Source: an optimization exercise on an open RTL-to-GDS flow (aim: small area, a short achievable clock period and few clock cycles per item). Production flows keep margins and buffers that such runs may drop.
Function was checked by simulation only, so behaviour that the tests miss may differ from the original.
Power and IR drop assume default switching activity.

File: flow/design.v
`timescale 1ns/1ps
module fc_param_store (
   input  logic        clk,
   input  logic        rst_n,
   input  logic        wb_cyc,
   input  logic        wb_stb,
   input  logic        wb_we,
   input  logic [8:0]  wb_adr,
   input  logic [7:0]  wb_dat_w,
   output logic        wb_ack,
   output logic [7:0]  wb_dat_r,
   input  logic [3:0]  class_idx,
   input  logic [1:0]  step_idx,
   output logic [95:0] step_weights,
   output logic [7:0]  class_bias
);
   localparam int step_len    = 12;
   localparam int step_num    = 4;
   localparam int out_num     = 10;
   localparam int weight_base = 0;
   localparam int bias_base   = 480;
   localparam int map_end     = 490;
   logic [7:0] weight_mem [out_num * step_num][step_len];
   logic [7:0] bias_mem   [out_num];
   logic       bus_req;
   logic       in_weights;
   logic       in_biases;
   logic [9:0] w_off;
   logic [9:0] b_off;
   logic [7:0] rd_dat;
   logic       ack_q;
   logic [7:0] dat_q;
   assign bus_req = wb_cyc && wb_stb && !ack_q;
   assign w_off      = {1'b0, wb_adr} - 10'(weight_base);
   assign b_off      = {1'b0, wb_adr} - 10'(bias_base);
   assign in_weights = (int'(wb_adr) >= weight_base) && (int'(wb_adr) < bias_base);
   assign in_biases  = (int'(wb_adr) >= bias_base) && (int'(wb_adr) < map_end);
   always_comb begin
      rd_dat = '0;
      if (in_weights) begin
         rd_dat = weight_mem[w_off / step_len][w_off % step_len];
      end else if (in_biases) begin
         rd_dat = bias_mem[b_off[3:0]];
      end
   end
   always_ff @(posedge clk) begin
      if (!rst_n) begin
         ack_q <= 1'b0;
      end else begin
         ack_q <= bus_req;
      end
   end
   always_ff @(posedge clk) begin
      if (bus_req && !wb_we) begin
         dat_q <= rd_dat;
      end
   end
   always_ff @(posedge clk) begin
      if (bus_req && wb_we) begin
         if (in_weights) begin
            weight_mem[w_off / step_len][w_off % step_len] <= wb_dat_w;
         end else if (in_biases) begin
            bias_mem[b_off[3:0]] <= wb_dat_w;
         end
      end
   end
   assign wb_ack   = ack_q;
   assign wb_dat_r = dat_q;
   always_comb begin
      for (int i = 0; i < step_len; i++) begin
         step_weights[8*i +: 8] = weight_mem[int'(class_idx) * step_num + int'(step_idx)][i];
      end
   end
   assign class_bias = bias_mem[class_idx];
endmodule
`timescale 1ns/1ps
module fc_input_buffer (
   input  logic         clk,
   input  logic         rst_n,
   input  logic         beat_valid,
   input  logic [35:0]  beat_lane,
   output logic         in_ready,
   output logic         frame_full,
   input  logic         frame_done,
   input  logic [1:0]   step_idx,
   output logic [167:0] step_feats
);
   localparam int in_lanes   = 3;
   localparam int fill_beats = 16;
   localparam int in_num     = in_lanes * fill_beats;
   localparam int step_len   = 12;
   localparam int feat_w     = 12;
   localparam int ext_w      = 14;
   logic              full_q;
   logic [3:0]        beat_cnt;
   logic              accept;
   logic [ext_w-1:0]  feat_buf [in_num];
   assign in_ready   = !full_q;
   assign frame_full = full_q;
   assign accept     = beat_valid && !full_q;
   always_ff @(posedge clk) begin
      if (!rst_n) begin
         full_q   <= 1'b0;
         beat_cnt <= '0;
      end else if (frame_done) begin
         full_q <= 1'b0;
      end else if (accept) begin
         beat_cnt <= beat_cnt + 1'b1;
         if (beat_cnt == 4'(fill_beats - 1)) begin
            full_q <= 1'b1;
         end
      end
   end
   always_ff @(posedge clk) begin
      if (accept) begin
         for (int l = 0; l < in_lanes; l++) begin
            feat_buf[l * fill_beats + int'(beat_cnt)] <=
               {{(ext_w - feat_w){beat_lane[feat_w*l + feat_w-1]}}, beat_lane[feat_w*l +: feat_w]};
         end
      end
   end
   always_comb begin
      for (int i = 0; i < step_len; i++) begin
         step_feats[ext_w*i +: ext_w] = feat_buf[int'(step_idx) * step_len + i];
      end
   end
endmodule
`timescale 1ns/1ps
module fc_mac_engine (
   input  logic         clk,
   input  logic         rst_n,
   input  logic         frame_full,
   input  logic [167:0] step_feats,
   input  logic [95:0]  step_weights,
   input  logic [7:0]   class_bias,
   output logic [1:0]   step_idx,
   output logic [3:0]   class_idx,
   output logic         frame_done,
   output logic         res_valid,
   output logic [3:0]   res_index,
   output logic [11:0]  res_value
);
   localparam int out_num   = 10;
   localparam int step_num  = 4;
   localparam int step_len  = 12;
   localparam int ext_w     = 14;
   localparam int coef_w    = 8;
   localparam int sum_w     = 20;
   localparam int score_lsb = 7;
   logic                    busy;
   logic                    start;
   logic                    last_step;
   logic                    last_class;
   logic signed [sum_w-1:0] prod [step_len];
   logic signed [sum_w-1:0] step_sum;
   logic signed [sum_w-1:0] acc;
   logic signed [sum_w-1:0] acc_next;
   logic signed [sum_w-1:0] bias_ext;
   logic signed [sum_w-1:0] total;
   assign start      = frame_full && !busy && !frame_done;
   assign last_step  = step_idx == 2'(step_num - 1);
   assign last_class = class_idx == 4'(out_num - 1);
   always_comb begin
      for (int i = 0; i < step_len; i++) begin
         prod[i] = $signed(step_feats[ext_w*i +: ext_w]) * $signed(step_weights[coef_w*i +: coef_w]);
      end
   end
   always_comb begin
      step_sum = '0;
      for (int i = 0; i < step_len; i++) begin
         step_sum = step_sum + prod[i];
      end
   end
   always_comb begin
      if (step_idx == '0) begin
         acc_next = step_sum;
      end else begin
         acc_next = acc + step_sum;
      end
      bias_ext = $signed(class_bias);
      total    = acc_next + bias_ext;
   end
   always_ff @(posedge clk) begin
      if (!rst_n) begin
         busy       <= 1'b0;
         step_idx   <= '0;
         class_idx  <= '0;
         frame_done <= 1'b0;
         res_valid  <= 1'b0;
      end else begin
         frame_done <= 1'b0;
         res_valid  <= 1'b0;
         if (start) begin
            busy      <= 1'b1;
            step_idx  <= '0;
            class_idx <= '0;
         end else if (busy) begin
            step_idx <= step_idx + 1'b1;
            if (last_step) begin
               res_valid <= 1'b1;
               if (last_class) begin
                  busy       <= 1'b0;
                  frame_done <= 1'b1;
                  class_idx  <= '0;
               end else begin
                  class_idx <= class_idx + 1'b1;
               end
            end
         end
      end
   end
   always_ff @(posedge clk) begin
      if (busy) begin
         acc <= acc_next;
         if (last_step) begin
            res_index <= class_idx;
            res_value <= total[score_lsb +: 12];
         end
      end
   end
endmodule
`timescale 1ns/1ps
module fc_top (
   input  logic        clk,
   input  logic        rst_n,
   input  logic        beat_valid,
   input  logic [35:0] beat_lane,
   output logic        in_ready,
   input  logic        wb_cyc,
   input  logic        wb_stb,
   input  logic        wb_we,
   input  logic [8:0]  wb_adr,
   input  logic [7:0]  wb_dat_w,
   output logic        wb_ack,
   output logic [7:0]  wb_dat_r,
   output logic        res_valid,
   output logic [3:0]  res_index,
   output logic [11:0] res_value
);
   logic         frame_full;
   logic         frame_done;
   logic [1:0]   step_idx;
   logic [3:0]   class_idx;
   logic [167:0] step_feats;
   logic [95:0]  step_weights;
   logic [7:0]   class_bias;
   fc_param_store u_param_store (
      .clk          (clk),
      .rst_n        (rst_n),
      .wb_cyc       (wb_cyc),
      .wb_stb       (wb_stb),
      .wb_we        (wb_we),
      .wb_adr       (wb_adr),
      .wb_dat_w     (wb_dat_w),
      .wb_ack       (wb_ack),
      .wb_dat_r     (wb_dat_r),
      .class_idx    (class_idx),
      .step_idx     (step_idx),
      .step_weights (step_weights),
      .class_bias   (class_bias)
   );
   fc_input_buffer u_input_buffer (
      .clk        (clk),
      .rst_n      (rst_n),
      .beat_valid (beat_valid),
      .beat_lane  (beat_lane),
      .in_ready   (in_ready),
      .frame_full (frame_full),
      .frame_done (frame_done),
      .step_idx   (step_idx),
      .step_feats (step_feats)
   );
   fc_mac_engine u_mac_engine (
      .clk          (clk),
      .rst_n        (rst_n),
      .frame_full   (frame_full),
      .step_feats   (step_feats),
      .step_weights (step_weights),
      .class_bias   (class_bias),
      .step_idx     (step_idx),
      .class_idx    (class_idx),
      .frame_done   (frame_done),
      .res_valid    (res_valid),
      .res_index    (res_index),
      .res_value    (res_value)
   );
endmodule
File: flow/run.sh
#!/bin/bash
# synth_recipe.tcl (not shown) runs the flow's synth.tcl, then flattens the netlist and writes it again
# the make line also repeats each setting of config.mk as NAME=value (left out here)
make -C /OpenROAD-flow-scripts/flow DESIGN_CONFIG=/design/flow/config.mk WORK_HOME=/design/flow/orfs CLKGATE_MAP_FILE= SYNTH_SCRIPT=/design/flow/synth_recipe.tcl finish
File: flow/constraint.sdc
create_clock -name core_clock -period 18.0 [get_ports {clk}]
set_input_delay 3.6000 -clock core_clock [delete_from_list [all_inputs] [get_ports {clk}]]
set_output_delay 3.6000 -clock core_clock [all_outputs]
set_load 0.01 [all_outputs]
File: flow/config.mk
export PLATFORM = sky130hd
export DESIGN_NAME = fc_top
export DESIGN_NICKNAME = fc_top
export VERILOG_FILES = /design/flow/design.v
export SDC_FILE = /design/flow/constraint.sdc
export NUM_CORES = 8
export LEC_CHECK = 0
export CAP_MARGIN = 20
export CORE_MARGIN = 2
export CORE_UTILIZATION = 22
export PLACE_DENSITY = 0.35
export SLEW_MARGIN = 20
==> summary.txt <==
[cell usage after synthesis (all sizes together), types with 87 or more instances]
cell    instances  share of area [%]
edfxtp       4539                 43
mux4         4461                 31
nand2        1711                2.0
fa           1239                7.8
inv          1224                1.4
nor2         1036                1.2
buf           979                2.0
mux2i         897                2.8
clkbuf        693               0.82
nand3         451               0.71
ha            309                1.2
a21oi         276               0.43
o21ai         260               0.41
a221oi        241               0.67
mux2          200               0.71
xnor2         161               0.44
nand2b        136               0.27
a22oi         130               0.31
nor2b         116               0.23
and2           87               0.17
[cell type report]
class | instances | area, um^2
diodes | 394 | 986
flip-flops and latches | 4558 | 137000
repair buffers | 1508 | 13600
clock buffers | 718 | 15700
multi-input cells | 12600 | 171000
inverters | 1228 | 4620
clock inverters | 368 | 4160
fillers | 148000 | 1080000
well taps | 19300 | 24200
[sequential cells by signal, indices dropped and copies added (netlist names), named ones only]
name and count:
u_input_buffer.beat_cnt 4, u_input_buffer.feat_buf 576, u_input_buffer.full_q 1, u_mac_engine.acc 19, u_mac_engine.busy 1, u_mac_engine.class_idx 4
u_mac_engine.frame_done 1, u_mac_engine.res_index 4, u_mac_engine.res_valid 1, u_mac_engine.res_value 12, u_mac_engine.step_idx 2, u_param_store.ack_q 1
u_param_store.bias_mem 80, u_param_store.dat_q 8, u_param_store.weight_mem 3840
[worst paths after layout]
| path | start | endpoint | slack, ps | cells past startpoint |
|---|---|---|---|---|
| setup / recovery | u_mac_engine.step_idx[1] | u_mac_engine.res_value[11] | 460 | 42 |
| hold / removal | u_param_store.ack_q | u_param_store.ack_q | 500 | 1 |
| hold reg to reg | u_param_store.ack_q | u_param_store.ack_q | 500 | 1 |
| setup reg to reg | u_mac_engine.step_idx[1] | u_mac_engine.res_value[11] | 460 | 42 |
[power by group]
group          switching [mW]  total, mW  internal (mW)  leakage [nW]
Combinational            22.5       37.5           15.0          64.9
Sequential             0.0232       13.0           13.0          41.0
Clock                    5.41       12.7           7.26          9.63
[per-stage QoR]
stage                     cell area [um^2]  instances  setup TNS (ps)
after global routing                371000      40500               0
after global placement              350000      39200           -3460
final                               371000      40700               0
after detailed placement            350000      39200               0
after floorplan                     319000      20100               0
after CTS                           370000      40300               0
[cells by family (layout without fill, tap and decap cells)]
family,count (synthesis),after routing,synth area share (%)
compound gates,1404,1404,3.08
xor+xnor,197,197,0.569
fa+ha+maj,1548,1548,8.98
buf+inv,2900,3822,4.21
flops,4558,4558,42.8
mux,5558,5558,35.0
other cells,0,394,0
simple gates,3911,3911,5.32
[worst register-to-register path: cells and delay by family, from the launching register on]
kind	cells	cell delay, ps
DFF	1	420
AOI/OAI and AO/OA	2	470
adders and majority gates	13	7370
xor gates and xnor gates	15	4900
and+or+nand+nor	5	2540
buffers and inverters	7	1610
[routing by layer]
layer	GRT usage [%]	share of wire, %	up-vias
met5	0	0.033	-
met3	8.72	11	3261
met4	15.9	7.4	96
met2	37.5	42	16900
li1	-	-	82600
met1	33.3	39	129000
==> metrics.md <==
| Metric | Value |
|---|---|
| Final wirelength | 1950000 um |
| Sequential share of the synthesized area | 42.8% |
| Core Region | 1.45 mm^2 |
| Final worst path period need | 17540 ps |
| Delay of the slowest critical-path stage | 910 ps |
| Register bit total from synthesis | 4558 |
| Outcome | timing/DRC/antenna clean |
| Number of synthesized flops with an enable pin | 4539 |
| Endpoints failing setup | 0 |
| Ports | 86 |
| Largest net degree at the start of global routing | 161 |
| Crit start category | flop |
| Area delta synth->final | 16.4% |
| Die Wd | 1210 um |
| Hpwl dp | 1480000 um |
| DRC viols | 0 |
| Commonest non-fill, non-tap cell in the layout | edfxtp_1 |
| Setup bufs post-CTS | 0 |
| Peak supply drop | 0.00194 V |
| Cells after Synth | 20100 |
| Reg clk slew, reported paths | 50 ps |
| CTS Hold Bufs | 0 |
| Maximum root-to-sink buffer count | 5 |
| Initial antenna violation count | 318 |
| Hold Fails Final Rpt | 0 |
| Num Clock Sinks | 4558 |
| DRT iter0 DRCs | 38000 |
| RSZ-0062 raised after global routing | no |
| GRT Total Usage | 25.9% |
| Clock root cell | clkbuf_16 |
| Critical-path top delay cell | xnor2_2 |
| First-pass GRT wire length | 2470000 um |
| Pre-CTS WS | 269 ps |
| Power Total | 63.2 mW |
| Fmax | 57.0 MHz |
| Post-Syn Area | 0.319 mm^2 |
| Worst Setup End Kind | flop |
| CTS tree | done |
| Post-layout worst setup margin | 457 ps |
| Slew at the pin with the worst max-slew slack | 1340 ps |
| Hold Path Class | reg2reg |
| Fin Hold WS | 505 ps |
| Syn nets | 21700 |
| Die area | 1.46 mm^2 |
| CP delay by family, top | adder cells |
| Share of layout cells above drive strength 1 | 35.6% |
| Number of synthesis warnings | 4 |
| Row count | 442 |
| Vias/cell | 5.70 |
| Max_cap viols | 0 |
| Number of distinct library cells after synthesis | 93 |
| CTS H-tree depth | 6 |
| Crit share post-route | 97.5% |
| Crit path required time | 18870 ps |
| Via count | 232000 |
| Nets | 22100 |
| Gp weighted congestion | 0.991 |
| Ys flop type | edfxtp_1 |
| Skew final | 115 ps |
| Slew margin rel. | 10.1% |
| P per Cell Area | 170 mW/mm^2 |
| Vert. Die Dim | 1210 um |
| # port buffers | 85 |
| Async set-or-reset flop fraction in the synthesized netlist | 0% |
| First drt pass iteration count | 6 |
| Commonest cells after routing, fill and taps aside | edfxtp_1, mux4_2, nand2_1 |
| Setup Crit Path Kind | reg2reg |
| Avg Cell Area, Syn | 15.9 um^2 |
| Final Slew Violations | 0 |
| Crit Path Max Fanout | 27 |
| Core Util, Final | 25.7% |
| Worst Path Arrival | 18420 ps |
| Clk Latency, worst-skew pair | 1240 ps |
| Initial Util | 22.1% |
| Routed Antenna Nets | 0 |
| GRT overflow | 0 |
| Routed len/inst | 48.0 um |
| Resize count post-CTS | 0 |
| CTS buffer count | 603 |
| Pleak | 115 nW |
| Vias in the first global route | 217000 |
| Critical path buffer and inverter count | 7 |
Testbench counts, summed over its fixed seeds: cycles 22,272, frames 384.

## afterwards: timing with drivers on the ports
The results above use ideal ports. As a check the final layout listed here was re-extracted and re-timed, cells and wires unchanged. Step 1 (the two cells are an assumption about what drives the block):
set clk [get_ports {clk}]
set_driving_cell -lib_cell sky130_fd_sc_hd__clkbuf_16 $clk
set_driving_cell -lib_cell sky130_fd_sc_hd__buf_2 [delete_from_list [all_inputs] $clk]
Step 2 also shifts input and output timing later by t, the mid clock arrival at the registers, as if the neighbouring blocks saw the same clock. Three values: ideal ports, drivers, drivers and shift; two values: the first two.
t, ns: 1.355
setup WS [ns]: 0.457 / 0.457 / 0.457
slew at the worst register clock pin (ns): 0.07 / 0.07
worst data-port slew with drivers (ns): 0.21
cell pins on the clock port's net: 1
After both steps setup and hold are still met in this run. The setup slack of this run moves by 0.000 ns with the drivers and by 0.000 ns with both steps.
